What follows belongs to an exercise in optimizing a design on an open flow for a short achievable clock period and few clock cycles; a production flow would make more cautious choices.
At most, simulation tests tie the RTL to the original design; equivalence was not proved.
No functional check of the RTL was part of runs 3 to 5.
Power and IR drop assume default switching activity.

### design/flow/design.v
package cpu_isa_pkg;
  typedef enum logic [3:0] {
    NOP  = 4'h0,
    ADD  = 4'h1,
    SUB  = 4'h2,
    AND  = 4'h3,
    OR   = 4'h4,
    XOR  = 4'h5,
    LDI  = 4'h6,
    JMP  = 4'h7,
    JZ   = 4'h8,
    JNZ  = 4'h9,
    LD   = 4'ha,
    ST   = 4'hb,
    HALT = 4'hf
  } opcode_e;
  typedef enum logic [2:0] {
    ALU_ADD = 3'd0,
    ALU_SUB = 3'd1,
    ALU_AND = 3'd2,
    ALU_OR  = 3'd3,
    ALU_XOR = 3'd4,
    ALU_IMM = 3'd5
  } alu_op_e;
  typedef enum logic {
    SRC_ALU = 1'b0,
    SRC_BUS = 1'b1
  } wb_src_e;
  typedef struct packed {
    opcode_e               opcode;
    logic [4-1:0] rd;
    logic [4-1:0] ra;
    logic [4-1:0] rb;
  } instr_t;
  typedef struct packed {
    logic    reg_we;
    wb_src_e wb_src;
    alu_op_e alu_op;
    logic    flag_load;
    logic    fetch_en;
    logic    branch_take;
    logic    bus_start;
    logic    bus_we;
  } ctrl_t;
endpackage
package cpu_bus_pkg;
  typedef struct packed {
    logic                  cyc;
    logic                  stb;
    logic                  we;
    logic [16-1:0] adr;
    logic [16-1:0] dat;
  } wb_req_t;
  typedef struct packed {
    logic                   ack;
    logic [16-1:0] dat;
  } wb_rsp_t;
endpackage
module cpu_fetch
(
  input  logic                 clk,
  input  logic                 reset,
  input  logic                 hold,
  input  logic                 redirect,
  input  logic [10-1:0] redirect_pc,
  input  logic                 take,
  input  logic [10-1:0] target,
  output logic [10-1:0] pc,
  output logic [10-1:0] pc_inc
);
  logic [10-1:0] pc_nxt;
  assign pc_inc = pc + 1'b1;
  always_comb
  begin
    if (redirect)
      pc_nxt = redirect_pc;
    else if (take)
      pc_nxt = target;
    else
      pc_nxt = pc_inc;
  end
  always_ff @(posedge clk or posedge reset)
  begin
    if (reset)
      pc <= '0;
    else if (!hold)
      pc <= pc_nxt;
  end
endmodule
module cpu_regfile
(
  input  logic                   clk,
  input  logic                   reset,
  input  logic                   we,
  input  logic [4-1:0]  wa,
  input  logic [16-1:0] wdata,
  input  logic [(1 << 4)-1:1]   sel1,
  input  logic [(1 << 4)-1:1]   sel2,
  output logic [16-1:0] rd1,
  output logic [16-1:0] rd2
);
  localparam int NREGS = 1 << 4;
  logic [16-1:0] regs [1:NREGS-1];
  always_ff @(posedge clk or posedge reset)
  begin
    if (reset)
    begin
      for (int i = 1; i < NREGS; i++)
        regs[i] <= '0;
    end
    else
    begin
      for (int i = 1; i < NREGS; i++)
        if (we && wa == i)
          regs[i] <= wdata;
    end
  end
  always_comb
  begin
    rd1 = '0;
    rd2 = '0;
    for (int i = 1; i < NREGS; i++)
    begin
      rd1 = rd1 | (regs[i] & {16{sel1[i]}});
      rd2 = rd2 | (regs[i] & {16{sel2[i]}});
    end
  end
endmodule
module cpu_alu
(
  input  logic [4:0]             op,
  input  logic                   inv,
  input  logic                   d_inv,
  input  logic [16-1:0] a,
  input  logic [16-1:0] b,
  input  logic [16-1:0] ld,
  output logic [16-1:0] y,
  output logic [16-1:0] y_inv
);
  localparam int W = 16;
  logic [W-1:0] p;
  logic [W-1:0] g;
  logic [W-1:0] gg [0:4];
  logic [W-1:0] pp [0:4];
  logic [W-1:0] c;
  logic [W-1:0] lg;
  assign p = a ^ b;
  assign g = a & b;
  assign gg[0] = g;
  assign pp[0] = p;
  for (genvar l = 0; l < 4; l++)
  begin : g_lvl
    for (genvar i = 0; i < W; i++)
    begin : g_bit
      if (i >= (1 << l))
      begin : g_comb
        assign gg[l+1][i] = gg[l][i] | (pp[l][i] & gg[l][i-(1<<l)]);
        assign pp[l+1][i] = pp[l][i] & pp[l][i-(1<<l)];
      end
      else
      begin : g_pass
        assign gg[l+1][i] = gg[l][i];
        assign pp[l+1][i] = pp[l][i];
      end
    end
  end
  assign c = {gg[4][W-2:0], 1'b0};
  always_comb
  begin
    lg = '0;
    if (op[1])
      lg = a & b;
    if (op[2])
      lg = a | b;
    if (op[3])
      lg = p;
    if (op[4])
      lg = ld;
  end
  assign y     = op[0] ? ((p ^ {W{inv}}) ^ c) : lg;
  assign y_inv = op[0] ? ((p ^ {W{inv ^ d_inv}}) ^ c) : (lg ^ {W{d_inv}});
endmodule
module cpu_io_master
(
  input  logic                   clk,
  input  logic                   reset,
  input  logic                   start,
  input  logic                   load,
  input  logic                   start_we,
  input  logic [16-1:0]  adr,
  input  logic [16-1:0] wdata,
  input  logic                   wb_ack_i,
  output logic                   wb_cyc_o,
  output logic                   wb_stb_o,
  output logic                   wb_we_o,
  output logic [16-1:0]  wb_adr_o,
  output logic [16-1:0] wb_dat_o,
  output logic                   stall
);
  logic                   cyc_q;
  logic                   we_q;
  logic [16-1:0]  adr_q;
  logic [16-1:0] dat_q;
  assign stall = cyc_q && !wb_ack_i;
  always_ff @(posedge clk or posedge reset)
  begin
    if (reset)
      cyc_q <= 1'b0;
    else if (!stall)
      cyc_q <= start;
  end
  always_ff @(posedge clk)
  begin
    if (!stall && load)
    begin
      we_q  <= start_we;
      adr_q <= adr;
      dat_q <= wdata;
    end
  end
  assign wb_cyc_o = cyc_q;
  assign wb_stb_o = cyc_q;
  assign wb_we_o  = we_q;
  assign wb_adr_o = adr_q;
  assign wb_dat_o = dat_q;
endmodule
module cpu_control
(
  input  logic                    clk,
  input  logic                    reset,
  input  logic [16-1:0] instr_word,
  input  logic [10-1:0]    pc_inc,
  input  logic                    stall,
  input  logic                    w_zero,
  input  logic                    e_zero,
  input  logic                    e_exact,
  output logic                    f_take,
  output logic                    redirect,
  output logic [10-1:0]    redirect_pc,
  output logic [16-1:0] ir_o,
  output logic                    d_ldi,
  output logic                    d_sub,
  output logic [4:0]              d_op,
  output logic                    d_eqz,
  output logic [(1 << 4)-1:1]    d_sa,
  output logic [(1 << 4)-1:1]    d_sb,
  output logic                    d_fe_a,
  output logic                    d_fe_b,
  output logic                    d_fw_a,
  output logic                    d_fw_b,
  output logic                    bus_start,
  output logic                    bus_load,
  output logic                    bus_we,
  output logic [4:0]              e_op,
  output logic                    e_inv,
  output logic                    e_we,
  output logic [4-1:0]   e_rd,
  output logic                    halted
);
  cpu_isa_pkg::instr_t f_ins;
  cpu_isa_pkg::instr_t ir;
  assign f_ins = instr_word;
  assign ir_o  = ir;
  logic                 v_d;
  logic                 pred_d;
  logic [10-1:0] pcp1_d;
  logic                 e_sf;
  logic                 e_br;
  logic                 e_jz;
  logic                 e_pred;
  logic [10-1:0] e_tgt;
  logic [10-1:0] e_pcp1;
  logic                 w_sf;
  logic                 flag_q;
  logic                 flag_w;
  logic                 flag_e;
  logic d_alu;
  logic d_ld;
  logic d_st;
  logic d_halt;
  logic d_jz;
  logic d_jnz;
  logic d_cond;
  logic d_sf;
  logic d_we;
  logic d_known;
  logic d_take;
  logic red_d;
  logic e_take;
  logic red_e;
  logic d_go;
  logic f_jmp;
  logic f_jz;
  logic f_jnz;
  logic f_ldi;
  assign flag_w = w_sf ? w_zero : flag_q;
  assign d_alu  = (ir.opcode == cpu_isa_pkg::ADD) || (ir.opcode == cpu_isa_pkg::SUB) ||
                  (ir.opcode == cpu_isa_pkg::AND) || (ir.opcode == cpu_isa_pkg::OR)  ||
                  (ir.opcode == cpu_isa_pkg::XOR);
  assign d_ldi  = (ir.opcode == cpu_isa_pkg::LDI);
  assign d_sub  = (ir.opcode == cpu_isa_pkg::SUB);
  assign d_ld   = (ir.opcode == cpu_isa_pkg::LD);
  assign d_st   = (ir.opcode == cpu_isa_pkg::ST);
  assign d_halt = (ir.opcode == cpu_isa_pkg::HALT);
  assign d_jz   = (ir.opcode == cpu_isa_pkg::JZ);
  assign d_jnz  = (ir.opcode == cpu_isa_pkg::JNZ);
  assign d_cond = v_d && (d_jz || d_jnz);
  assign d_sf   = v_d && d_alu;
  assign d_we   = v_d && (d_alu || d_ldi || d_ld) && (ir.rd != '0);
  assign d_eqz = d_sub || (ir.opcode == cpu_isa_pkg::XOR);
  assign d_op = {ir.opcode == cpu_isa_pkg::XOR, ir.opcode == cpu_isa_pkg::OR,
                 ir.opcode == cpu_isa_pkg::AND, d_sub, ir.opcode == cpu_isa_pkg::ADD};
  assign e_take = e_jz ? w_zero : !w_zero;
  assign red_e  = e_br && (e_take != e_pred);
  assign flag_e = e_sf ? e_zero : flag_w;
  assign d_known = !e_sf || e_exact;
  assign d_take  = d_jz ? flag_e : !flag_e;
  assign red_d   = d_cond && d_known && (d_take != pred_d);
  assign d_go    = v_d && !red_e;
  assign redirect    = red_e || red_d;
  assign redirect_pc = red_e ? (e_take ? e_tgt : e_pcp1) :
                       (d_take ? ir[10-1:0] : pcp1_d);
  assign f_jmp   = (f_ins.opcode == cpu_isa_pkg::JMP);
  assign f_jz    = (f_ins.opcode == cpu_isa_pkg::JZ);
  assign f_jnz   = (f_ins.opcode == cpu_isa_pkg::JNZ);
  assign f_ldi   = (f_ins.opcode == cpu_isa_pkg::LDI);
  logic f_zero;
  assign f_zero  = !d_sf && d_known && flag_e;
  assign f_take  = f_jmp || (f_jz && f_zero) || (f_jnz && !f_zero);
  assign bus_start = d_go && (d_ld || d_st);
  assign bus_load  = v_d && (d_ld || d_st);
  assign bus_we    = d_st;
  always_ff @(posedge clk)
  begin
    if (!stall)
    begin
      for (int i = 1; i < (1 << 4); i++)
      begin
        d_sa[i] <= (f_ins.ra == i);
        d_sb[i] <= (f_ins.rb == i);
      end
      d_fe_a <= d_we && (ir.rd == f_ins.ra) && !f_ldi;
      d_fe_b <= d_we && (ir.rd == f_ins.rb) && !f_ldi;
      d_fw_a <= e_we && (e_rd == f_ins.ra);
      d_fw_b <= e_we && (e_rd == f_ins.rb);
    end
  end
  always_ff @(posedge clk or posedge reset)
  begin
    if (reset)
    begin
      v_d    <= 1'b0;
      ir     <= '0;
      pred_d <= 1'b0;
      pcp1_d <= '0;
      e_we   <= 1'b0;
      e_sf   <= 1'b0;
      e_br   <= 1'b0;
      halted <= 1'b0;
    end
    else if (!stall)
    begin
      v_d    <= !(redirect || (v_d && d_halt) || halted);
      ir     <= f_ins;
      pred_d <= f_take;
      pcp1_d <= pc_inc;
      e_we   <= d_we && !red_e;
      e_sf   <= d_sf && !red_e;
      e_br   <= d_cond && !d_known && !red_e;
      halted <= halted || (d_go && d_halt);
    end
  end
  always_ff @(posedge clk)
  begin
    if (!stall)
    begin
      e_op   <= {d_ld, ir.opcode == cpu_isa_pkg::XOR, ir.opcode == cpu_isa_pkg::OR,
                 ir.opcode == cpu_isa_pkg::AND,
                 ir.opcode == cpu_isa_pkg::ADD || d_sub || d_ldi};
      e_inv  <= d_sub;
      e_rd   <= ir.rd;
      e_jz   <= d_jz;
      e_pred <= pred_d;
      e_tgt  <= ir[10-1:0];
      e_pcp1 <= pcp1_d;
    end
  end
  always_ff @(posedge clk or posedge reset)
  begin
    if (reset)
    begin
      w_sf   <= 1'b0;
      flag_q <= 1'b0;
    end
    else
    begin
      w_sf <= e_sf;
      if (w_sf)
        flag_q <= w_zero;
    end
  end
endmodule
module cpu_top
(
  input  logic                   clk,
  input  logic                   reset,
  input  logic [16-1:0] instr_word,
  output logic [10-1:0]   iaddr,
  input  logic                   wb_ack_i,
  input  logic [16-1:0] wb_dat_i,
  output logic                   wb_cyc_o,
  output logic                   wb_stb_o,
  output logic                   wb_we_o,
  output logic [16-1:0]  wb_adr_o,
  output logic [16-1:0] wb_dat_o,
  output logic                   halted
);
  cpu_isa_pkg::instr_t    ir;
  logic [10-1:0]   pc_inc;
  logic                   stall;
  logic                   f_take;
  logic                   redirect;
  logic [10-1:0]   redirect_pc;
  logic                   d_ldi;
  logic                   d_sub;
  logic                   bus_start;
  logic                   bus_load;
  logic                   bus_we;
  logic [4:0]             e_op;
  logic                   e_inv;
  logic                   e_we;
  logic [4-1:0]  e_rd;
  logic                   w_zero;
  logic [4:0]             d_op;
  logic [16-1:0] zt_d;
  logic [16-1:0] zt_q;
  logic                   zx_q;
  logic                   e_zero;
  logic                   d_eqz;
  logic [16-1:0] e_y;
  logic [16-1:0] e_y_inv;
  logic                   w_we;
  logic [4-1:0]  w_rd;
  logic [16-1:0] w_y;
  logic [16-1:0] rf_a;
  logic [16-1:0] rf_b;
  logic [16-1:0] ea;
  logic [16-1:0] eb;
  logic                   fe_a;
  logic                   fe_b;
  logic [16-1:0] a_n;
  logic [16-1:0] b_n;
  logic [16-1:0] a_q;
  logic [16-1:0] b_q;
  logic [(1 << 4)-1:1]   d_sa;
  logic [(1 << 4)-1:1]   d_sb;
  logic                   d_fe_a;
  logic                   d_fe_b;
  logic                   d_fw_a;
  logic                   d_fw_b;
  cpu_fetch u_fetch (
    .clk         (clk),
    .reset       (reset),
    .hold        (stall),
    .redirect    (redirect),
    .redirect_pc (redirect_pc),
    .take        (f_take),
    .target      (instr_word[10-1:0]),
    .pc          (iaddr),
    .pc_inc      (pc_inc)
  );
  cpu_control u_control (
    .clk         (clk),
    .reset       (reset),
    .instr_word  (instr_word),
    .pc_inc      (pc_inc),
    .stall       (stall),
    .w_zero      (w_zero),
    .e_zero      (e_zero),
    .e_exact     (zx_q),
    .f_take      (f_take),
    .redirect    (redirect),
    .redirect_pc (redirect_pc),
    .ir_o        (ir),
    .d_ldi       (d_ldi),
    .d_sub       (d_sub),
    .d_op        (d_op),
    .d_eqz       (d_eqz),
    .bus_start   (bus_start),
    .bus_load    (bus_load),
    .bus_we      (bus_we),
    .d_sa        (d_sa),
    .d_sb        (d_sb),
    .d_fe_a      (d_fe_a),
    .d_fe_b      (d_fe_b),
    .d_fw_a      (d_fw_a),
    .d_fw_b      (d_fw_b),
    .e_op        (e_op),
    .e_inv       (e_inv),
    .e_we        (e_we),
    .e_rd        (e_rd),
    .halted      (halted)
  );
  always_ff @(posedge clk or posedge reset)
  begin
    if (reset)
      w_we <= 1'b0;
    else
      w_we <= e_we && !stall;
  end
  always_ff @(posedge clk)
  begin
    w_rd <= e_rd;
    w_y  <= e_y;
  end
  assign e_zero = &zt_q;
  assign w_zero = (w_y == '0);
  cpu_regfile u_regfile (
    .clk   (clk),
    .reset (reset),
    .we    (w_we),
    .wa    (w_rd),
    .wdata (w_y),
    .sel1  (d_sa),
    .sel2  (d_sb),
    .rd1   (rf_a),
    .rd2   (rf_b)
  );
  always_comb
  begin
    ea = (w_we && d_fw_a) ? w_y : rf_a;
    eb = (w_we && d_fw_b) ? w_y : rf_b;
    if (d_ldi)
    begin
      ea = '0;
      eb = {{(16-8){ir.ra[3]}}, ir.ra, ir.rb};
    end
  end
  assign fe_a = d_fe_a;
  assign fe_b = d_fe_b;
  assign zt_d = ~(ea ^ eb);
  assign a_n = fe_a ? e_y_inv : (ea ^ {16{d_sub}});
  assign b_n = fe_b ? e_y : eb;
  always_ff @(posedge clk)
  begin
    a_q  <= a_n;
    b_q  <= b_n;
    zt_q <= zt_d;
    zx_q <= !(fe_a || fe_b) && d_eqz;
  end
  cpu_alu u_alu (
    .op    (e_op),
    .inv   (e_inv),
    .d_inv (d_sub),
    .a     (a_q),
    .b     (b_q),
    .ld    (wb_dat_i),
    .y     (e_y),
    .y_inv (e_y_inv)
  );
  cpu_io_master u_io_master (
    .clk      (clk),
    .reset    (reset),
    .start    (bus_start),
    .load     (bus_load),
    .start_we (bus_we),
    .adr      (b_n),
    .wdata    (a_n),
    .wb_ack_i (wb_ack_i),
    .wb_cyc_o (wb_cyc_o),
    .wb_stb_o (wb_stb_o),
    .wb_we_o  (wb_we_o),
    .wb_adr_o (wb_adr_o),
    .wb_dat_o (wb_dat_o),
    .stall    (stall)
  );
endmodule
### design/flow/run.sh
#!/bin/bash
# synth_recipe.tcl (not shown) runs the flow's synth.tcl, then flattens the netlist and writes it again
# the make line also repeats each setting of config.mk as NAME=value (left out here)
make -C /OpenROAD-flow-scripts/flow DESIGN_CONFIG=/design/flow/config.mk WORK_HOME=/design/flow/orfs CLKGATE_MAP_FILE= SYNTH_SCRIPT=/design/flow/synth_recipe.tcl finish
### design/flow/config.mk
export PLATFORM = sky130hd
export DESIGN_NAME = cpu_top
export DESIGN_NICKNAME = cpu_top
export VERILOG_FILES = /design/flow/design.v
export SDC_FILE = /design/flow/constraint.sdc
export NUM_CORES = 4
export LEC_CHECK = 0
export ABC_CLOCK_PERIOD_IN_PS = 2000
export CAP_MARGIN = 20
export CORE_MARGIN = 2
export CORE_UTILIZATION = 40
export SETUP_SLACK_MARGIN = 5
export SLEW_MARGIN = 20
export TNS_END_PERCENT = 100
### design/flow/constraint.sdc
create_clock -name core_clock -period 7.0 [get_ports {clk}]
set_input_delay 1.4000 -clock core_clock [delete_from_list [all_inputs] [get_ports {clk}]]
set_output_delay 1.4000 -clock core_clock [all_outputs]
set_load 0.01 [all_outputs]
==> results of run 1 <==
power groups by stage:
stage	clock network [mW]	logic, mW	registers, mW
after floorplan	0	2.41	4.19
after global placement	0	3.05	4.58
after detailed placement	0	3.11	4.62
after CTS	2.81	3.97	4.54
after global routing	2.90	4.72	4.71
final	2.78	4.49	4.62
area by class of cell:
type                            instances  area [sq um]
Fill cell                            4636         25600
Multi-Input combinational cell       1284         11600
Sequential cell                       452         11500
Timing Repair Buffer                  347          3410
Clock buffer                           61          1350
Tap cell                              748           936
Clock inverter                         33           373
Inverter                               50           231
Timing Repair inverter                  2          16.3
sequential cells by signal, summed over array words and instances, names as in the netlist, 10 cells and up:
name and flops:
u_control.ir 16, u_fetch.pc 10, u_io_master.adr_q 16, b_q 16, u_io_master.dat_q 16, u_control.e_pcp1 10, zt_q 16, a_q 16
u_control.d_sa 15, u_control.d_sb 15, w_y 16, u_control.pcp1_d 10, u_regfile.regs 240
worst max-delay path by stage:
stage                                    from                         end  slack, ps  cells past startpoint
floorplan                               reset  u_control.e_br$_DFFE_PP0N_       1810                      1
global placement                     wb_ack_i   u_fetch.pc[2]$_DFFE_PP0N_       3360                      6
detailed placement                   wb_ack_i   u_fetch.pc[5]$_DFFE_PP0N_       3320                      6
CTS                 u_fetch.pc[9]$_DFFE_PP0N_                    iaddr[9]       4380                      1
global route                  w_y[12]$_DFF_P_   u_fetch.pc[4]$_DFFE_PP0N_       4320                      8
finish                         w_y[8]$_DFF_P_   u_fetch.pc[4]$_DFFE_PP0N_       4400                      8
layout by cell type, fill, tap and decap left out, types with 12 or more instances in the layout:
master,count
edfxtp_1,97
a21oi_1,23
a221oi_1,36
nand2_1,124
ha_4,12
nand4_1,47
mux2_2,243
inv_2,14
o21ai_0,13
dfrtp_2,12
buf_6,70
ha_1,16
nor2_1,66
xnor2_1,39
clkinv_2,16
nor2b_1,16
dfrtp_1,274
clkdlybuf4s50_1,13
mux2i_1,23
dfxtp_2,30
xnor2_2,15
xor2_1,18
nand3_1,29
buf_2,42
o21ai_1,15
dfxtp_1,34
a21oi_2,19
buf_12,25
a22oi_1,127
inv_1,28
o21ai_2,13
clkbuf_16,54
buf_4,158
a22o_1,45
nor3_1,25
kinds of logic (layout without fill, tap and decap cells):
logic type      Yosys count  after routing
fa+ha+maj                33             33
simple gates            422            426
flops                   452            452
mux                     288            288
xor+xnor                 74             74
compound gates          463            463
buf+inv                 220            493
routing by layer:
layer / vias to the layer above / track usage, %
met3: 299 / 5.98
met1: 9492 / 37.1
li1: 7830 / -
met4: 2 / 15.1
met5: - / 0
met2: 1160 / 41.9
repair_timing:
action | 4_1_cts | 5_1_grt
resized for setup | 516 | 145
setup buffers | 130 | 74
gates cloned | 12 | 4
setup endpoints to repair | 621 | 457
pin swaps | 94 | 92
critical path, cell delays in order, from the launching register on:
cell	delay, ps
dfxtp_4	360
nor4_4	380
and4_4	390
a21boi_4	130
a211oi_4	310
buf_6	190
mux2i_1	300
a2111oi_4	110
a221o_1	290
==> results.yml, run 1 <==
synth:
  async_reset_ff_share_pct: 63.3
  yosys_warnings: 9
  synthFlopType: "dfrtp_1"
  synth_top_family_by_area: "compound AO/OA/AOI/OAI gates"
  synth_cell_types: 93
  muxShareOfSynthArea_pct: 14.4
  synth_area_leader_cell: "dfrtp_1"
  netlist_area_sq_mm: 0.0223
  synth_edf_count: 97
  synth_adder_area_share_pct: 1.85
  synth_seq_cells: 452
  syn-instance-count: 1952
  synth.area.top_cells: "dfrtp_1 32%, edfxtp_1 13%, mux2_2 13%"
  ys_seq_area_share_pct: 51.4
  postSynthAreaPerCell_sq_um: 11.4
  synth-compound-area-share_pct: 16.0
  synth_simple_gate_area_share_pct: 9.45
  synth_nets: 2020
  synthXorXnorAreaFrac_pct: 2.97
  yosysMostFrequentCell: "dfrtp_1"
  synthTopCellsByCount: "286 x dfrtp_1, 252 x mux2_2, 148 x clkbuf_1"
  yosysTopAreaCellShare_pct: 32.1
power_and_ir_drop:
  power.internal_mw: 7.56
  clockPowerShare_pct: 23.4
  comb_power_share_pct: 37.8
  power.total_mw: 11.9
  ir_worst_vdd_uv: 274
  swShare_pct: 36.4
  p_seq_share_pct: 38.8
  p_switching_mw: 4.32
  p_per_area_mw_per_mm2: 403
  power_leakage_nw: 12.5
die:
  row_count: 86
  die_h_um: 240
  core_region_area_sq_mm: 0.0551
  die_area_sq_mm: 0.0576
  die_w_um: 240
  io_pins: 81
  start_util_pct: 40.5
run:
  drv_cap: 0
worst_setup_path:
  startpoint_type: "register"
  worstRegToRegCells: 8
  r2r_setup_slack_ps: 4400
  reg2reg_from: "w_y[8]$_DFF_P_"
  cp_data_arrival_time_ps: 3090
  crit_type: "register to register"
  end_kind: "register"
  cp.required_ps: 7490
  critPathMaxFanout: 7
  r2r_end: "u_fetch.pc[4]$_DFFE_PP0N_"
timing:
  fin_worst_skew_ps: 39.9
  setup_ws_ps: 4400
  hold_viol_final: 0
  period_share_pct: 37.1
  whs_ps: 467
  final_max_slew_viol_count: 0
  min_period_ps: 2600
  relSlewSlack_pct: 43.7
  max_freq_mhz: 385
  rsz0062_at_grt: "yes"
  tightestPinTransition_ps: 836
  setup_viol: 0
  setup_tns_ps: 0
worst_hold_path:
  hold-path-endpoint: "w_rd[3]$_DFF_P_"
  worstHoldPathType: "register to register"
  worstHoldStart: "u_control.e_rd[3]$_DFFE_PN_"
  hold_depth: 0
route:
  viasPerCell: 6.31
  first_pass_iters: 8
  drt_iter0_drc: 2565
  vias: 18800
  wl_met2_um: 37000
  top_layer: "met5"
  wirelength_um: 82800
  wl_met3_um: 7840
  m1WireLength_um: 33200
  drc: 0
  wl_per_cell_um: 27.8
  postRouteAntennaNets: 0
cells_and_area:
  nets: 2255
  final_cells: 2977
  drive_gt1_share_pct: 44.5
  final_util_pct: 53.5
  fin_area_sq_mm: 0.0295
  n_antenna_cell: 0
  area_delta_synth_final_pct: 32.3
clock_network:
  clkSinkCount: 452
  clock_path_buffers: 3
  clkLatencyLatePin_ps: 630
  root_buffer: "clkbuf_16"
  holdBufCountCts: 0
  htree_levels: 2
  cts_buffers: 50
  cts_tree: "yes"
  clk_pin_slew_ps: 60
grt:
  antenna_found_initial: 1
  grt_first_pass_wirelength_um: 118000
  grt_max_degree: 91
  overflow: 0
  grt_pass1_vias: 18400
  track_usage_pct: 27.7
placed_design:
  post-place-cells: 2662
  port-buffer-count: 80
  place_congestion: 0.863
  placement.cell_area_sq_mm: 0.0241
  dp_hpwl_um: 45200
  pre_cts_slack_ps: 3320
outcome:
  status: "timing/DRC/antenna clean"
Testbench counts, summed over its fixed seeds: cycles 41,896.
==> run 2: changes to the inputs <==
--- a/design/flow/config.mk
+++ b/design/flow/config.mk
@@ -8,7 +8,8 @@
 export ABC_CLOCK_PERIOD_IN_PS = 2000
 export CAP_MARGIN = 20
 export CORE_MARGIN = 2
-export CORE_UTILIZATION = 40
+export CORE_UTILIZATION = 55
+export PLACE_DENSITY = 0.7
 export SETUP_SLACK_MARGIN = 5
 export SLEW_MARGIN = 20
 export TNS_END_PERCENT = 100
==> run 2 against run 1 <==
Still clean. Maximum frequency fell by 4.3%. Non-clock buffer count grew 30. Via count grew 4.6%. Clock skew shrank 21 ps. Clock-buffer cell count increased by 10. Critical path depth up 1. Final area shrank 0.47%. Flip-flop and latch count is the same. First-iteration DRC count is 20% higher. Wire length up 2.0%. Die area decreased by 27%. Clock power shrank 4%.
==> results.yml, run 2 <==
clock_network:
  clkLatencyLatePin_ps: 590
  cts_buffers: 48
  root_buffer: "clkbuf_16"
  cts_tree: "yes"
  clkSinkCount: 452
  htree_levels: 2
  clock_path_buffers: 3
  clk_pin_slew_ps: 60
timing:
  tightestPinTransition_ps: 767
  relSlewSlack_pct: 48.7
  max_freq_mhz: 368
  hold_viol_final: 0
  setup_viol: 0
  fin_worst_skew_ps: 18.9
  rsz0062_at_grt: "yes"
  setup_tns_ps: 0
  final_max_slew_viol_count: 0
  period_share_pct: 38.8
  min_period_ps: 2720
power_and_ir_drop:
  p_per_area_mw_per_mm2: 406
  power_leakage_nw: 12.6
  ir_worst_vdd_uv: 231
grt:
  antenna_found_initial: 0
  grt_first_pass_wirelength_um: 120000
  track_usage_pct: 38.7
  overflow: 0
  grt_max_degree: 84
  grt_pass1_vias: 19400
placed_design:
  port-buffer-count: 80
  dp_hpwl_um: 42700
  post-place-cells: 2430
  place_congestion: 0.889
worst_setup_path:
  end_kind: "register"
  critPathMaxFanout: 6
  cpPeakStageDelay_ps: 500
  startpoint_type: "register"
  cp_data_arrival_time_ps: 3030
  critPathSlowestCell: "or4b_4"
  crit_type: "register to register"
  worstPathCellList: "ha_2 > nor3_2 > or4b_4 > o211ai_1 > buf_4 > buf_6 > a41o_1 > nor3_4 > mux2_4"
  cp.required_ps: 7310
synth:
  synth_area_leader_cell: "dfrtp_1"
  netlist_area_sq_mm: 0.0223
  synth_edf_count: 97
  synth_seq_cells: 452
  synth_nets: 2020
  yosys_warnings: 9
  postSynthAreaPerCell_sq_um: 11.4
  synth_cell_types: 93
  syn-instance-count: 1952
  yosysMostFrequentCell: "dfrtp_1"
  async_reset_ff_share_pct: 63.3
  yosysTopAreaCellShare_pct: 32.1
  synthTopCellsByCount: "286 x dfrtp_1, 252 x mux2_2, 148 x clkbuf_1"
  synth.area.top_cells: "dfrtp_1 32%, edfxtp_1 13%, mux2_2 13%"
  ys_seq_area_share_pct: 51.4
  synthFlopType: "dfrtp_1"
cells_and_area:
  area_delta_synth_final_pct: 31.7
  drive_gt1_share_pct: 44.9
  layout_common_cells: "271 x dfrtp_1, 243 x mux2_2, 197 x buf_4, 128 x a22oi_1, 124 x nand2_1"
  final_util_pct: 73.5
  mostFrequentLayoutCell: "dfrtp_1"
  final_cells: 2782
  nets: 2286
  largest_reg_flops: 240
  n_fill_cell: 2439
  top_register: "u_regfile.regs"
route:
  wl_per_cell_um: 30.4
  wirelength_um: 84500
  drt_iter0_drc: 3076
  first_pass_iters: 9
  vias: 19700
  drc: 0
  postRouteAntennaNets: 0
  viasPerCell: 7.07
run:
  drv_cap: 0
die:
  row_count: 73
  die_area_sq_mm: 0.0422
  die_w_um: 205
  io_pins: 81
  die_h_um: 205
  core_region_area_sq_mm: 0.0399
  start_util_pct: 55.9
outcome:
  status: "timing/DRC/antenna clean"
worst_hold_path:
  worstHoldPathType: "register to register"
## run 2: cell counts after synthesis
No cell type changed its count.
## run 2: what timing repair did
| action | in CTS | in global routing |
|---|---|---|
| hold buffers | 0 | 0 |
| endpoints found under the setup margin | 612 | 416 |
| pin swaps | 109 | 55 |
| cloned | 10 | 7 |
| buffers inserted | 198 | 46 |
| resized for setup | 545 | 115 |
## run 2: routing by layer
layer	global-route usage, %	vias to the layer above	wire (um)
li1	-	7894	-
met1	49.8	9725	30000
met2	58.2	1540	37300
met3	11.4	496	11000
met4	22.9	0	6200
met5	0	-	0
## run 2: report_power, final
| group | total, mW | internal, mW | switching, mW |
|---|---|---|---|
| combinational | 4.63 | 2.25 | 2.38 |
| sequential | 4.63 | 3.69 | 0.943 |
| clock | 2.66 | 1.58 | 1.07 |
| total | 11.9 | 7.52 | 4.39 |
## run 2: area by class of cell
class	instances	area (sq um)	area share [%]
Clock inverter	17	183	0.622
Antenna cell	1	2.50	0.00852
Tap cell	525	657	2.24
Timing Repair Buffer	377	3580	12.2
Timing Repair inverter	3	46.3	0.158
Sequential cell	452	11500	39.3
Clock buffer	71	1460	4.97
Inverter	50	238	0.810
Multi-Input combinational cell	1286	11600	39.7
## run 2: worst max-delay path, delay by kind of cell (launching register included)
kind | cells | cell delay, ps
compound gates | 2 | 470
fa+ha+maj | 1 | 320
buf+inv | 2 | 310
flops | 1 | 340
mux | 1 | 310
simple gates | 3 | 700
## run 2: cell families (layout without fill, tap and decap cells)
group           Yosys count  in the layout  share of synthesized area, %
buf+inv                 220            518                          4.01
other cells               0              1                             0
simple gates            422            428                          9.45
fa+ha+maj                33             33                          1.85
compound gates          463            463                          16.0
xor+xnor                 74             74                          2.97
mux                     288            288                          14.4
flops                   452            452                          51.4
## run 2: final timing paths
path,slack (ps),start,to,depth (start not counted)
max,4280,a_q[5]$_DFF_P_,u_io_master.adr_q[11]$_DFFE_PP_,9
min,450,u_control.e_rd[3]$_DFFE_PN_,w_rd[3]$_DFF_P_,0
max reg2reg,4280,a_q[5]$_DFF_P_,u_io_master.adr_q[11]$_DFFE_PP_,9
min reg2reg,450,u_control.e_rd[3]$_DFFE_PN_,w_rd[3]$_DFF_P_,0
max in group asynchronous,4990,reset,u_control.ir[10]$_DFFE_PP0N_,5
min in group asynchronous,1280,reset,u_regfile.regs[9][10]$_DFFE_PP0P_,2
## run 2: through the flow
step / worst slack, ps / power [mW] / hold WS [ps] / area (sq um)
detailed placement: 2820 / 7.69 / 433 / 23800
floorplan: 1810 / 6.60 / 407 / 22900
CTS: 4420 / 11.3 / 447 / 28400
global route: 4250 / 12.3 / 466 / 29400
global placement: 2890 / 7.59 / 422 / 23800
finish: 4280 / 11.9 / 453 / 29400
==> run 3: changes to the inputs <==
--- a/design/flow/design.v
+++ b/design/flow/design.v
@@ -232,16 +232,12 @@
   input  logic [10-1:0]    pc_inc,
   input  logic                    stall,
   input  logic                    w_zero,
-  input  logic                    e_zero,
-  input  logic                    e_exact,
   output logic                    f_take,
   output logic                    redirect,
   output logic [10-1:0]    redirect_pc,
   output logic [16-1:0] ir_o,
   output logic                    d_ldi,
   output logic                    d_sub,
-  output logic [4:0]              d_op,
-  output logic                    d_eqz,
   output logic [(1 << 4)-1:1]    d_sa,
   output logic [(1 << 4)-1:1]    d_sb,
   output logic                    d_fe_a,
@@ -273,7 +269,6 @@
   logic                 w_sf;
   logic                 flag_q;
   logic                 flag_w;
-  logic                 flag_e;
   logic d_alu;
   logic d_ld;
   logic d_st;
@@ -293,6 +288,7 @@
   logic f_jz;
   logic f_jnz;
   logic f_ldi;
+  logic f_known;
   assign flag_w = w_sf ? w_zero : flag_q;
   assign d_alu  = (ir.opcode == cpu_isa_pkg::ADD) || (ir.opcode == cpu_isa_pkg::SUB) ||
                   (ir.opcode == cpu_isa_pkg::AND) || (ir.opcode == cpu_isa_pkg::OR)  ||
@@ -307,14 +303,10 @@
   assign d_cond = v_d && (d_jz || d_jnz);
   assign d_sf   = v_d && d_alu;
   assign d_we   = v_d && (d_alu || d_ldi || d_ld) && (ir.rd != '0);
-  assign d_eqz = d_sub || (ir.opcode == cpu_isa_pkg::XOR);
-  assign d_op = {ir.opcode == cpu_isa_pkg::XOR, ir.opcode == cpu_isa_pkg::OR,
-                 ir.opcode == cpu_isa_pkg::AND, d_sub, ir.opcode == cpu_isa_pkg::ADD};
   assign e_take = e_jz ? w_zero : !w_zero;
   assign red_e  = e_br && (e_take != e_pred);
-  assign flag_e = e_sf ? e_zero : flag_w;
-  assign d_known = !e_sf || e_exact;
-  assign d_take  = d_jz ? flag_e : !flag_e;
+  assign d_known = !e_sf;
+  assign d_take  = d_jz ? flag_w : !flag_w;
   assign red_d   = d_cond && d_known && (d_take != pred_d);
   assign d_go    = v_d && !red_e;
   assign redirect    = red_e || red_d;
@@ -324,9 +316,8 @@
   assign f_jz    = (f_ins.opcode == cpu_isa_pkg::JZ);
   assign f_jnz   = (f_ins.opcode == cpu_isa_pkg::JNZ);
   assign f_ldi   = (f_ins.opcode == cpu_isa_pkg::LDI);
-  logic f_zero;
-  assign f_zero  = !d_sf && d_known && flag_e;
-  assign f_take  = f_jmp || (f_jz && f_zero) || (f_jnz && !f_zero);
+  assign f_known = !d_sf && !e_sf;
+  assign f_take  = f_jmp || (f_jz && f_known && flag_w) || (f_jnz && !(f_known && flag_w));
   assign bus_start = d_go && (d_ld || d_st);
   assign bus_load  = v_d && (d_ld || d_st);
   assign bus_we    = d_st;
@@ -431,12 +422,6 @@
   logic                   e_we;
   logic [4-1:0]  e_rd;
   logic                   w_zero;
-  logic [4:0]             d_op;
-  logic [16-1:0] zt_d;
-  logic [16-1:0] zt_q;
-  logic                   zx_q;
-  logic                   e_zero;
-  logic                   d_eqz;
   logic [16-1:0] e_y;
   logic [16-1:0] e_y_inv;
   logic                   w_we;
@@ -476,16 +461,12 @@
     .pc_inc      (pc_inc),
     .stall       (stall),
     .w_zero      (w_zero),
-    .e_zero      (e_zero),
-    .e_exact     (zx_q),
     .f_take      (f_take),
     .redirect    (redirect),
     .redirect_pc (redirect_pc),
     .ir_o        (ir),
     .d_ldi       (d_ldi),
     .d_sub       (d_sub),
-    .d_op        (d_op),
-    .d_eqz       (d_eqz),
     .bus_start   (bus_start),
     .bus_load    (bus_load),
     .bus_we      (bus_we),
@@ -513,7 +494,6 @@
     w_rd <= e_rd;
     w_y  <= e_y;
   end
-  assign e_zero = &zt_q;
   assign w_zero = (w_y == '0);
   cpu_regfile u_regfile (
     .clk   (clk),
@@ -538,15 +518,12 @@
   end
   assign fe_a = d_fe_a;
   assign fe_b = d_fe_b;
-  assign zt_d = ~(ea ^ eb);
   assign a_n = fe_a ? e_y_inv : (ea ^ {16{d_sub}});
   assign b_n = fe_b ? e_y : eb;
   always_ff @(posedge clk)
   begin
     a_q  <= a_n;
     b_q  <= b_n;
-    zt_q <= zt_d;
-    zx_q <= !(fe_a || fe_b) && d_eqz;
   end
   cpu_alu u_alu (
     .op    (e_op),
--- a/design/flow/config.mk
+++ b/design/flow/config.mk
@@ -8,8 +8,7 @@
 export ABC_CLOCK_PERIOD_IN_PS = 2000
 export CAP_MARGIN = 20
 export CORE_MARGIN = 2
-export CORE_UTILIZATION = 55
-export PLACE_DENSITY = 0.7
+export CORE_UTILIZATION = 40
 export SETUP_SLACK_MARGIN = 5
 export SLEW_MARGIN = 20
 export TNS_END_PERCENT = 100
==> run 3 against run 2 <==
Synthesized area fell by 4.0%. Sequential share of layout area rose by 0.45 points. Clock-buffer cell count fell by 2. Synthesized cell count fell by 3.9%. Flip-flop and latch count fell by 17. Clock power rose by 3%. Die area rose by 31%. Power fell by 11%. Non-clock buffer count fell by 50. Register-to-register slack improved by 140 ps. Critical path depth fell by 8. Cell count rose by 1.7%.
==> results.yml, run 3 <==
power_and_ir_drop:
  comb_power_share_pct: 34.7
  p_per_area_mw_per_mm2: 376
  ir_worst_vdd_uv: 236
  p_seq_share_pct: 39.6
  p_switching_mw: 3.75
  power_leakage_nw: 12.1
  swShare_pct: 35.4
  power.total_mw: 10.6
  power.internal_mw: 6.84
  clockPowerShare_pct: 25.7
synth:
  synth_cell_types: 78
  synth_edf_count: 97
  async_reset_ff_share_pct: 65.7
  syn-instance-count: 1876
  yosysTopAreaCellShare_pct: 33.4
  yosys_warnings: 9
  netlist_area_sq_mm: 0.0214
  synth_nets: 1944
  ys_seq_area_share_pct: 51.9
  synth.area.top_cells: "dfrtp_1 33%, edfxtp_1 14%, mux2_2 13%"
  synth_area_leader_cell: "dfrtp_1"
  yosysMostFrequentCell: "dfrtp_1"
  synthFlopType: "dfrtp_1"
  postSynthAreaPerCell_sq_um: 11.4
  synth_seq_cells: 435
  synthTopCellsByCount: "286 x dfrtp_1, 242 x mux2_2, 140 x clkbuf_1"
worst_setup_path:
  critPathSlowestCell: "dfrtp_2"
  cp_data_arrival_time_ps: 1200
  end_kind: "output pin"
  crit_type: "register to output pin"
  cp.required_ps: 5600
  worstPathCellList: "buf_6"
  critPathMaxFanout: 3
  startpoint_type: "register"
  crit_family: "flip-flops"
  cpPeakStageDelay_ps: 460
  crit_buf_inv: 1
grt:
  grt_max_degree: 87
  grt_first_pass_wirelength_um: 116000
  grt_pass1_vias: 18100
  antenna_found_initial: 0
  track_usage_pct: 27.8
  overflow: 0
timing:
  tightestPinTransition_ps: 733
  rsz0062_at_grt: "yes"
  fin_worst_skew_ps: 35.9
  relSlewSlack_pct: 50.8
  hold_viol_final: 0
  period_share_pct: 37.1
  min_period_ps: 2600
  whs_ps: 467
  setup_tns_ps: 0
  max_freq_mhz: 385
  final_max_slew_viol_count: 0
  setup_viol: 0
clock_network:
  holdBufCountCts: 0
  cts_tree: "yes"
  clk_pin_slew_ps: 60
  clkLatencyLatePin_ps: 620
  cts_buffers: 49
  clkSinkCount: 435
  htree_levels: 2
  clock_path_buffers: 3
  root_buffer: "clkbuf_16"
die:
  core_region_area_sq_mm: 0.0528
  die_h_um: 235
  io_pins: 81
  die_area_sq_mm: 0.0554
  row_count: 84
  start_util_pct: 40.6
  die_w_um: 235
route:
  drc: 0
  vias: 18100
  viasPerCell: 6.40
  postRouteAntennaNets: 0
  wirelength_um: 80100
  drt_iter0_drc: 2546
  wl_per_cell_um: 28.3
  first_pass_iters: 8
cells_and_area:
  largest_reg_flops: 240
  fin_area_sq_mm: 0.0282
  top_register: "u_regfile.regs"
  nets: 2167
  area_delta_synth_final_pct: 31.6
  layout_common_cells: "276 x dfrtp_1, 240 x mux2_2, 179 x buf_4, 110 x a22oi_1, 105 x nand2_1"
  mostFrequentLayoutCell: "dfrtp_1"
  drive_gt1_share_pct: 42.6
  n_antenna_cell: 0
run:
  drv_cap: 0
outcome:
  status: "timing/DRC/antenna clean"
placed_design:
  dp_hpwl_um: 42200
  placement.cell_area_sq_mm: 0.0232
  place_congestion: 0.845
  port-buffer-count: 80
worst_hold_path:
  worstHoldPathType: "register to register"
[run 3: worst paths after layout]
| check | start | to | slack, ps | depth (start not counted) |
|---|---|---|---|---|
| worst max-delay path | u_io_master.cyc_q$_DFFE_PP0N_ | wb_cyc_o | 4400 | 1 |
| worst min register to register | u_control.e_rd[2]$_DFFE_PN_ | w_rd[2]$_DFF_P_ | 470 | 0 |
| worst min-delay path | u_control.e_rd[2]$_DFFE_PN_ | w_rd[2]$_DFF_P_ | 470 | 0 |
| max in group asynchronous | reset | u_regfile.regs[11][1]$_DFFE_PP0P_ | 5110 | 4 |
| worst max register to register | b_q[1]$_DFF_P_ | u_io_master.dat_q[15]$_DFFE_PP_ | 4420 | 10 |
| min in group asynchronous | reset | u_regfile.regs[4][1]$_DFFE_PP0P_ | 1250 | 3 |
[run 3: logic make-up (layout without fill, tap and decap cells)]
logic type | after synthesis | in the layout | share of synthesized area, %
AND/OR/NAND/NOR | 407 | 411 | 9.25
buffers and inverters | 217 | 477 | 3.95
XOR/XNOR | 68 | 68 | 2.92
flip-flops | 435 | 435 | 51.9
multiplexers | 280 | 280 | 14.6
adder cells (fa/ha/maj) | 33 | 33 | 1.93
AO/OA/AOI/OAI | 436 | 436 | 15.4
[run 3: per-layer routing]
| metal | vias to the layer above | wire length, um | track usage [%] |
|---|---|---|---|
| met3 | 251 | 8550 | 7.29 |
| met1 | 9167 | 32100 | 37.1 |
| met5 | - | 0 | 0.346 |
| met4 | 0 | 4050 | 13.3 |
| met2 | 1169 | 35400 | 42.0 |
| li1 | 7513 | - | - |
[run 3: timing repair]
item | in CTS | in global routing
setup endpoints to repair | 588 | 325
cloned | 13 | 5
gates resized for setup | 478 | 115
buffers inserted | 130 | 61
pin swaps | 104 | 76
[run 3: layout make-up]
cell class                 instances  area [sq um]
inverter                          55           254
timing repair buffer             327          3170
tap                              688           861
clock buffer                      69          1430
fill                            4378         24600
sequential                       435         11200
clock inverter                    23           273
timing repair inverter             3          25.0
multi-input combinational       1228         11000
[run 3: per-stage QoR]
stage / cells / utilization [%] / setup slack (ps)
final: 2828 / 53.4 / 4400
after global placement: 2527 / 44.0 / 3150
after global routing: 2828 / 53.4 / 4380
after floorplan: 1876 / - / 1810
after detailed placement: 2527 / 44.0 / 3100
after CTS: 2762 / 51.3 / 4380
[run 3: power by group through the flow]
stage,Sequential [mW],Combinational (mW),Clock [mW]
floorplan,3.93,1.98,0
global placement,4.33,2.47,0
detailed placement,4.36,2.52,0
CTS,4.23,3.20,2.75
global route,4.27,3.89,2.86
finish,4.19,3.68,2.73
==> run 4: changes to the inputs <==
--- a/design/flow/design.v
+++ b/design/flow/design.v
@@ -185,7 +185,6 @@
   input  logic                   clk,
   input  logic                   reset,
   input  logic                   start,
-  input  logic                   load,
   input  logic                   start_we,
   input  logic [16-1:0]  adr,
   input  logic [16-1:0] wdata,
@@ -211,7 +210,7 @@
   end
   always_ff @(posedge clk)
   begin
-    if (!stall && load)
+    if (!stall && start)
     begin
       we_q  <= start_we;
       adr_q <= adr;
@@ -245,7 +244,6 @@
   output logic                    d_fw_a,
   output logic                    d_fw_b,
   output logic                    bus_start,
-  output logic                    bus_load,
   output logic                    bus_we,
   output logic [4:0]              e_op,
   output logic                    e_inv,
@@ -303,7 +301,7 @@
   assign d_cond = v_d && (d_jz || d_jnz);
   assign d_sf   = v_d && d_alu;
   assign d_we   = v_d && (d_alu || d_ldi || d_ld) && (ir.rd != '0);
-  assign e_take = e_jz ? w_zero : !w_zero;
+  assign e_take = e_jz ? flag_w : !flag_w;
   assign red_e  = e_br && (e_take != e_pred);
   assign d_known = !e_sf;
   assign d_take  = d_jz ? flag_w : !flag_w;
@@ -319,7 +317,6 @@
   assign f_known = !d_sf && !e_sf;
   assign f_take  = f_jmp || (f_jz && f_known && flag_w) || (f_jnz && !(f_known && flag_w));
   assign bus_start = d_go && (d_ld || d_st);
-  assign bus_load  = v_d && (d_ld || d_st);
   assign bus_we    = d_st;
   always_ff @(posedge clk)
   begin
@@ -415,7 +412,6 @@
   logic                   d_ldi;
   logic                   d_sub;
   logic                   bus_start;
-  logic                   bus_load;
   logic                   bus_we;
   logic [4:0]             e_op;
   logic                   e_inv;
@@ -468,7 +464,6 @@
     .d_ldi       (d_ldi),
     .d_sub       (d_sub),
     .bus_start   (bus_start),
-    .bus_load    (bus_load),
     .bus_we      (bus_we),
     .d_sa        (d_sa),
     .d_sb        (d_sb),
@@ -539,7 +534,6 @@
     .clk      (clk),
     .reset    (reset),
     .start    (bus_start),
-    .load     (bus_load),
     .start_we (bus_we),
     .adr      (b_n),
     .wdata    (a_n),
==> run 4 against run 3 <==
Register-to-register slack got worse by 130 ps. Core utilization barely moved. Still clean. Flip-flop and latch count did not move. Critical path depth rose by 10. Combinational power rose by 15%. Non-clock buffer count fell by 4. Maximum frequency fell by 4.1%. Largest cell class unchanged. Power rose by 6.3%. Synthesized area fell by 1.5%. Global-route usage rose by 0.33 points. Setup slack got worse by 110 ps. Synthesized cell count fell by 1.9%. Critical path type is now register to register.
==> results.yml, run 4 <==
synth:
  synthTopCellsByCount: "286 x dfrtp_1, 255 x mux2_2, 154 x clkbuf_1"
  yosys_warnings: 9
  syn-instance-count: 1840
  yosysTopAreaCellShare_pct: 33.9
  synth_nets: 1908
  synth_area_leader_cell: "dfrtp_1"
  synth_cell_types: 65
  yosysMostFrequentCell: "dfrtp_1"
  synthFlopType: "dfrtp_1"
  async_reset_ff_share_pct: 65.7
  postSynthAreaPerCell_sq_um: 11.5
  synth_seq_cells: 435
  netlist_area_sq_mm: 0.0211
  synth_edf_count: 97
  ys_seq_area_share_pct: 52.7
  synth.area.top_cells: "dfrtp_1 34%, edfxtp_1 14%, mux2_2 14%"
timing:
  period_share_pct: 38.7
  relSlewSlack_pct: 42.3
  whs_ps: 464
  setup_viol: 0
  fin_worst_skew_ps: 29.6
  min_period_ps: 2710
  setup_tns_ps: 0
  hold_viol_final: 0
  max_freq_mhz: 369
  final_max_slew_viol_count: 0
  tightestPinTransition_ps: 866
  rsz0062_at_grt: "yes"
route:
  viasPerCell: 6.41
  postRouteAntennaNets: 0
  first_pass_iters: 7
  vias: 17800
  drt_iter0_drc: 2487
  drc: 0
  wirelength_um: 79300
  wl_per_cell_um: 28.6
die:
  die_w_um: 234
  core_region_area_sq_mm: 0.0523
  die_area_sq_mm: 0.0546
  io_pins: 81
  start_util_pct: 40.3
  die_h_um: 234
  row_count: 84
grt:
  grt_max_degree: 95
  track_usage_pct: 28.1
  grt_busiest_layer: "met2"
  antenna_found_initial: 3
  grt_use_met3_pct: 8.62
  overflow: 0
  grt_pass1_vias: 17300
  globalRouteMet1Util_pct: 37.3
  grt_first_pass_wirelength_um: 112000
  grtUsageMet2_pct: 41.0
clock_network:
  clk_pin_slew_ps: 60
  clkLatencyLatePin_ps: 610
  holdBufCountCts: 0
  cts_buffers: 46
  cts_tree: "yes"
  clkSinkCount: 435
  root_buffer: "clkbuf_16"
  clock_path_buffers: 3
  htree_levels: 2
power_and_ir_drop:
  ir_worst_vdd_uv: 243
  power_leakage_nw: 11.9
  p_per_area_mw_per_mm2: 403
worst_setup_path:
  cp_data_arrival_time_ps: 3250
  cp.required_ps: 7540
  crit_type: "register to register"
  end_kind: "register"
  startpoint_type: "register"
  critPathMaxFanout: 6
  worstRegToRegCells: 11
cells_and_area:
  top_register: "u_regfile.regs"
  largest_reg_flops: 240
  area_delta_synth_final_pct: 32.4
  drive_gt1_share_pct: 43.6
  mostFrequentLayoutCell: "dfrtp_1"
  n_antenna_cell: 0
  nets: 2121
  layout_common_cells: "276 x dfrtp_1, 249 x mux2_2, 154 x buf_4, 110 x a22oi_1, 102 x nand2_1"
placed_design:
  port-buffer-count: 80
  dp_hpwl_um: 41500
  place_congestion: 0.851
outcome:
  status: "timing/DRC/antenna clean"
worst_hold_path:
  worstHoldPathType: "register to register"
  hold_depth: 0
run:
  drv_cap: 0
-- run 4: changes by cell type after synthesis, sizes merged, moves of 8 or more --
cell and change:
mux2i -13, clkbuf +10, mux2 +10, a21oi +9, buf -9, o21ai -9, o211ai -8
-- run 4: report_power, final --
| part | internal [mW] | switching [mW] |
|---|---|---|
| clock | 1.48 | 1.08 |
| combinational | 2.05 | 2.18 |
| sequential | 3.56 | 0.917 |
-- run 4: what timing repair did --
action	4_1_cts	5_1_grt
cloned	9	6
setup endpoints to repair	649	429
gates resized for setup	423	138
endpoints found under the hold margin	0	0
pin swaps	63	95
buffers inserted	145	53
-- run 4: layer usage --
layer	vias to the layer above	part of all wire [%]	wire [um]
met5	-	0.037	29
met4	4	5.7	4490
met3	298	12	9140
met2	1193	43	34200
met1	8990	40	31500
li1	7315	-	-
-- run 4: cell families after synthesis --
family	share of synthesized area [%]
compound gates	15.4
fa+ha+maj	1.96
flops	52.7
mux	14.7
buf+inv	3.94
xor+xnor	2.95
simple gates	8.46
-- run 4: final timing paths --
check / startpoint / end / slack, ps
max: w_y[9]$_DFF_P_ / u_control.v_d$_DFFE_PP0N_ / 4290
min: u_control.e_rd[3]$_DFFE_PN_ / w_rd[3]$_DFF_P_ / 460
max reg2reg: w_y[9]$_DFF_P_ / u_control.v_d$_DFFE_PP0N_ / 4290
min reg2reg: u_control.e_rd[3]$_DFFE_PN_ / w_rd[3]$_DFF_P_ / 460
max in group asynchronous: reset / u_fetch.pc[0]$_DFFE_PP0N_ / 5040
min in group asynchronous: reset / u_regfile.regs[13][3]$_DFFE_PP0P_ / 1360
-- run 4: layout make-up --
| class | count | area [sq um] |
|---|---|---|
| timing repair buffer | 323 | 3280 |
| tap | 688 | 861 |
| inverter | 56 | 253 |
| fill | 4355 | 24400 |
| multi-input combinational | 1190 | 10800 |
| clock inverter | 15 | 153 |
| clock buffer | 70 | 1420 |
| timing repair inverter | 1 | 16.3 |
| sequential | 435 | 11200 |
-- run 4: metrics by stage --
step	worst slack, ps	total power [mW]	utilization (%)	cell area (sq um)	std cells
after floorplan	1810	6.38	-	21700	1840
after global placement	2930	7.39	43.8	22900	2480
after detailed placement	2850	7.48	43.8	22900	2480
after CTS	4240	10.7	51.1	26700	2719
after global routing	4170	11.7	53.3	27900	2778
final	4290	11.3	53.3	27900	2778
-- run 4: critical path, stage by stage, from the launching register on --
cell	delay (ps)
dfxtp_4	360
nor4_4	360
nand4_1	190
o41ai_4	250
buf_6	190
xor2_2	80
buf_6	130
mux2i_4	190
buf_6	140
buf_16	130
or4_4	480
a21oi_2	140
==> run 5: changes to the inputs <==
==> design/flow/flow/run.sh (new file) <==
#!/bin/bash
# Own flow: the standard layout (standard.sh), with one change made by a
# hook after global placement: the port buffers on the inputs become plain
# buf_4 cells (buffer_ports picks a slow delay-style buffer here).
set -euo pipefail
work="$(cd "$(dirname "$0")/.." && pwd)"
cd "$work"
export POST_GLOBAL_PLACE_TCL="$work/flow/input_buffers.tcl"
bash standard.sh > "$work/standard_flow.log" 2>&1
==> design/flow/flow/input_buffers.tcl (new file) <==
# Runs at the end of ORFS's global placement (POST_GLOBAL_PLACE hook), after
# buffer_ports: every input port keeps its own buffer, now a buf_4.
set n 0
foreach inst [get_cells input*] {
  if {[get_property $inst ref_name] ne "sky130_fd_sc_hd__buf_4"} {
    replace_cell $inst sky130_fd_sc_hd__buf_4
    incr n
  }
}
puts "input_buffers.tcl: $n input port buffers made buf_4"
==> design/flow/standard.sh (new file) <==
#!/bin/bash
# synth_recipe.tcl (not shown) runs the flow's synth.tcl, then flattens the netlist and writes it again
# the make line also repeats each setting of config.mk as NAME=value (left out here)
make -C /OpenROAD-flow-scripts/flow DESIGN_CONFIG=/design/flow/config.mk WORK_HOME=/design/flow/orfs CLKGATE_MAP_FILE= SYNTH_SCRIPT=/design/flow/synth_recipe.tcl "${@:-finish}"
removed: design/flow/run.sh
==> run 5 against run 4 <==
Cell count about the same. Setup slack worse by 120 ps. Sequential share of layout area increased by 0.43 points. Power grew 0.50%. Clock power increased by 6%. Synthesized area unchanged.
==> results.yml, run 5 <==
die:
  row_count: 84
  io_pins: 81
  die_w_um: 234
  die_area_sq_mm: 0.0546
  start_util_pct: 40.3
  die_h_um: 234
  core_region_area_sq_mm: 0.0523
cells_and_area:
  layout_common_cells: "275 x dfrtp_1, 249 x mux2_2, 189 x buf_4, 112 x a22oi_1, 104 x nand2_1"
  top_register: "u_regfile.regs"
  largest_reg_flops: 240
  mostFrequentLayoutCell: "dfrtp_1"
  nets: 2119
  drive_gt1_share_pct: 44.0
  area_delta_synth_final_pct: 30.9
  n_antenna_cell: 0
clock_network:
  htree_levels: 2
  root_buffer: "clkbuf_16"
  clkLatencyLatePin_ps: 600
  cts_buffers: 48
  clock_path_buffers: 3
  cts_tree: "yes"
  clk_pin_slew_ps: 60
  holdBufCountCts: 0
  clkSinkCount: 435
outcome:
  status: "timing/DRC/antenna clean"
synth:
  synth_nets: 1908
  yosysMostFrequentCell: "dfrtp_1"
  muxShareOfSynthArea_pct: 14.7
  synth-compound-area-share_pct: 15.4
  yosys_warnings: 9
  syn-instance-count: 1840
  synth_edf_count: 97
  postSynthAreaPerCell_sq_um: 11.5
  synth_seq_cells: 435
  async_reset_ff_share_pct: 65.7
  ys_seq_area_share_pct: 52.7
  synth_adder_area_share_pct: 1.96
  synth_simple_gate_area_share_pct: 8.46
  synthXorXnorAreaFrac_pct: 2.95
  yosysTopAreaCellShare_pct: 33.9
  synth_area_leader_cell: "dfrtp_1"
  synth_top_family_by_area: "compound AO/OA/AOI/OAI gates"
  synth.area.top_cells: "dfrtp_1 34%, edfxtp_1 14%, mux2_2 14%"
  netlist_area_sq_mm: 0.0211
  synthFlopType: "dfrtp_1"
  synth_cell_types: 65
  synthTopCellsByCount: "286 x dfrtp_1, 255 x mux2_2, 154 x clkbuf_1"
grt:
  grt_max_degree: 115
  track_usage_pct: 27.7
  grt_first_pass_wirelength_um: 111000
  overflow: 0
  grt_pass1_vias: 17000
  antenna_found_initial: 0
timing:
  fin_worst_skew_ps: 27.5
  hold_viol_final: 0
  relSlewSlack_pct: 47.5
  min_period_ps: 2830
  setup_viol: 0
  setup_tns_ps: 0
  final_max_slew_viol_count: 0
  max_freq_mhz: 354
  rsz0062_at_grt: "yes"
  setup_ws_ps: 4170
  tightestPinTransition_ps: 787
  period_share_pct: 40.4
worst_setup_path:
  crit_type: "register to register"
  end_kind: "register"
  cp_data_arrival_time_ps: 3330
  cp.required_ps: 7500
  startpoint_type: "register"
  r2r_end: "u_fetch.pc[7]$_DFFE_PP0N_"
  reg2reg_from: "w_y[9]$_DFF_P_"
  critPathMaxFanout: 4
  r2r_setup_slack_ps: 4170
  worstRegToRegCells: 12
power_and_ir_drop:
  p_per_area_mw_per_mm2: 410
  ir_worst_vdd_uv: 252
  power_leakage_nw: 11.8
run:
  drv_cap: 0
worst_hold_path:
  hold_depth: 0
  worstHoldStart: "u_control.e_rd[3]$_DFFE_PN_"
  hold-path-endpoint: "w_rd[3]$_DFF_P_"
  worstHoldPathType: "register to register"
route:
  drt_iter0_drc: 2462
  drc: 0
  postRouteAntennaNets: 0
  first_pass_iters: 9
  wirelength_um: 77500
  vias: 17600
  viasPerCell: 6.32
  wl_per_cell_um: 27.9
placed_design:
  port-buffer-count: 80
  dp_hpwl_um: 41500
  pre_cts_slack_ps: 3180
==> run 5: cell counts after synthesis <==
Identical to the previous run, type by type.
==> run 5: logic make-up after synthesis <==
| family | after synthesis |
|---|---|
| flops | 435 |
| compound gates | 430 |
| simple gates | 375 |
| mux | 277 |
| buf+inv | 219 |
| xor+xnor | 71 |
| fa+ha+maj | 33 |
==> run 5: per-stage QoR <==
step | hold slack [ps] | std cells | cell area (sq um) | utilization (%) | power [mW]
after floorplan | 399 | 1840 | 21700 | - | 6.38
after global placement | 430 | 2480 | 22900 | 43.8 | 7.39
after detailed placement | 444 | 2480 | 22800 | 43.6 | 7.48
after CTS | 453 | 2719 | 26500 | 50.7 | 10.8
after global routing | 467 | 2779 | 27600 | 52.8 | 11.8
final | 450 | 2779 | 27600 | 52.8 | 11.3
==> run 5: power breakdown <==
part | leakage [nW] | internal [mW] | switching [mW]
Combinational | 5.68 | 2.02 | 2.10
Clock | 0.832 | 1.64 | 1.07
Sequential | 5.24 | 3.56 | 0.928
Total | 11.8 | 7.22 | 4.10
==> run 5: final cells by class <==
cell class | count | area (sq um)
repair buffers | 320 | 3020
inverters | 56 | 245
clock buffers | 68 | 1390
flip-flops and latches | 435 | 11200
clock inverters | 22 | 294
fillers | 4382 | 24700
well taps | 688 | 861
multi-input cells | 1190 | 10600
==> run 5: how the worst max path moves through the flow <==
stage	to	slack, ps	start	cells after the start
2_1_floorplan	u_control.e_br$_DFFE_PP0N_	1810	reset	1
3_3_place_gp	u_fetch.pc[6]$_DFFE_PP0N_	2930	wb_ack_i	5
3_5_place_dp	u_control.pcp1_d[4]$_DFFE_PP0N_	3180	wb_ack_i	5
4_1_cts	u_io_master.adr_q[11]$_DFFE_PP_	4230	w_y[10]$_DFF_P_	11
5_1_grt	u_fetch.pc[0]$_DFFE_PP0N_	4140	w_y[9]$_DFF_P_	13
6_report	u_fetch.pc[7]$_DFFE_PP0N_	4170	w_y[9]$_DFF_P_	12
==> run 5: layer usage <==
layer	wire [um]	track usage [%]	vias up
met4	4830	14.4	0
met3	8630	8.42	296
li1	-	-	7336
met5	0	0	-
met2	32700	39.9	1096
met1	31300	37.4	8842
==> run 5: timing repair <==
action	CTS	global route
hold endpoints to repair	0	0
cloned	8	3
pin swaps	58	95
setup endpoints to repair	612	311
setup buffers	141	57
gates resized for setup	394	108
==> run 5: critical path, stage by stage, from the launching register on <==
cell     delay [ps]
dfxtp_4         360
nor4_4          440
nand4_1         230
o41ai_4         250
buf_6           180
xor2_2           80
buf_6           130
mux2i_4         180
buf_4           150
buf_8           120
buf_4           150
o311a_1         330
o22ai_1         130

static timing again, ports no longer ideal:
The results above use ideal ports. As a check the final layouts listed here were re-extracted and re-timed, cells and wires unchanged. Step 1 sets driving cells, clkbuf_16 on the clock port and buf_2 on the other inputs (assumed; they add their load-dependent delay and slew). Step 2 adds t to the input delays and takes it off the output delays; t is the mean of the earliest and latest rising clock arrival at the registers after step 1. Input paths then give back, and output paths get back, about the clock's delay inside the block. a / b / c = ideal / step 1 / step 2; a / b = the first two.
run | t (ns) | setup WS [ns] | worst hold slack (ns)
run 1 | 0.665 | 4.400 / 4.343 / 3.920 | 0.467 / 0.467 / 0.467
run 2 | 0.638 | 4.283 / 4.283 / 3.857 | 0.453 / 0.453 / 0.453
run 3 | 0.660 | 4.401 / 4.342 / 4.033 | 0.467 / 0.467 / 0.467
run 4 | 0.649 | 4.291 / 4.291 / 3.834 | 0.464 / 0.464 / 0.464
run 5 | 0.654 | 4.173 / 4.173 / 4.109 | 0.450 / 0.450 / 0.450
After both steps setup and hold are still met in every run listed. The setup slack of run 1, which loses most, moves by -0.057 ns with the drivers and by -0.480 ns with both steps.
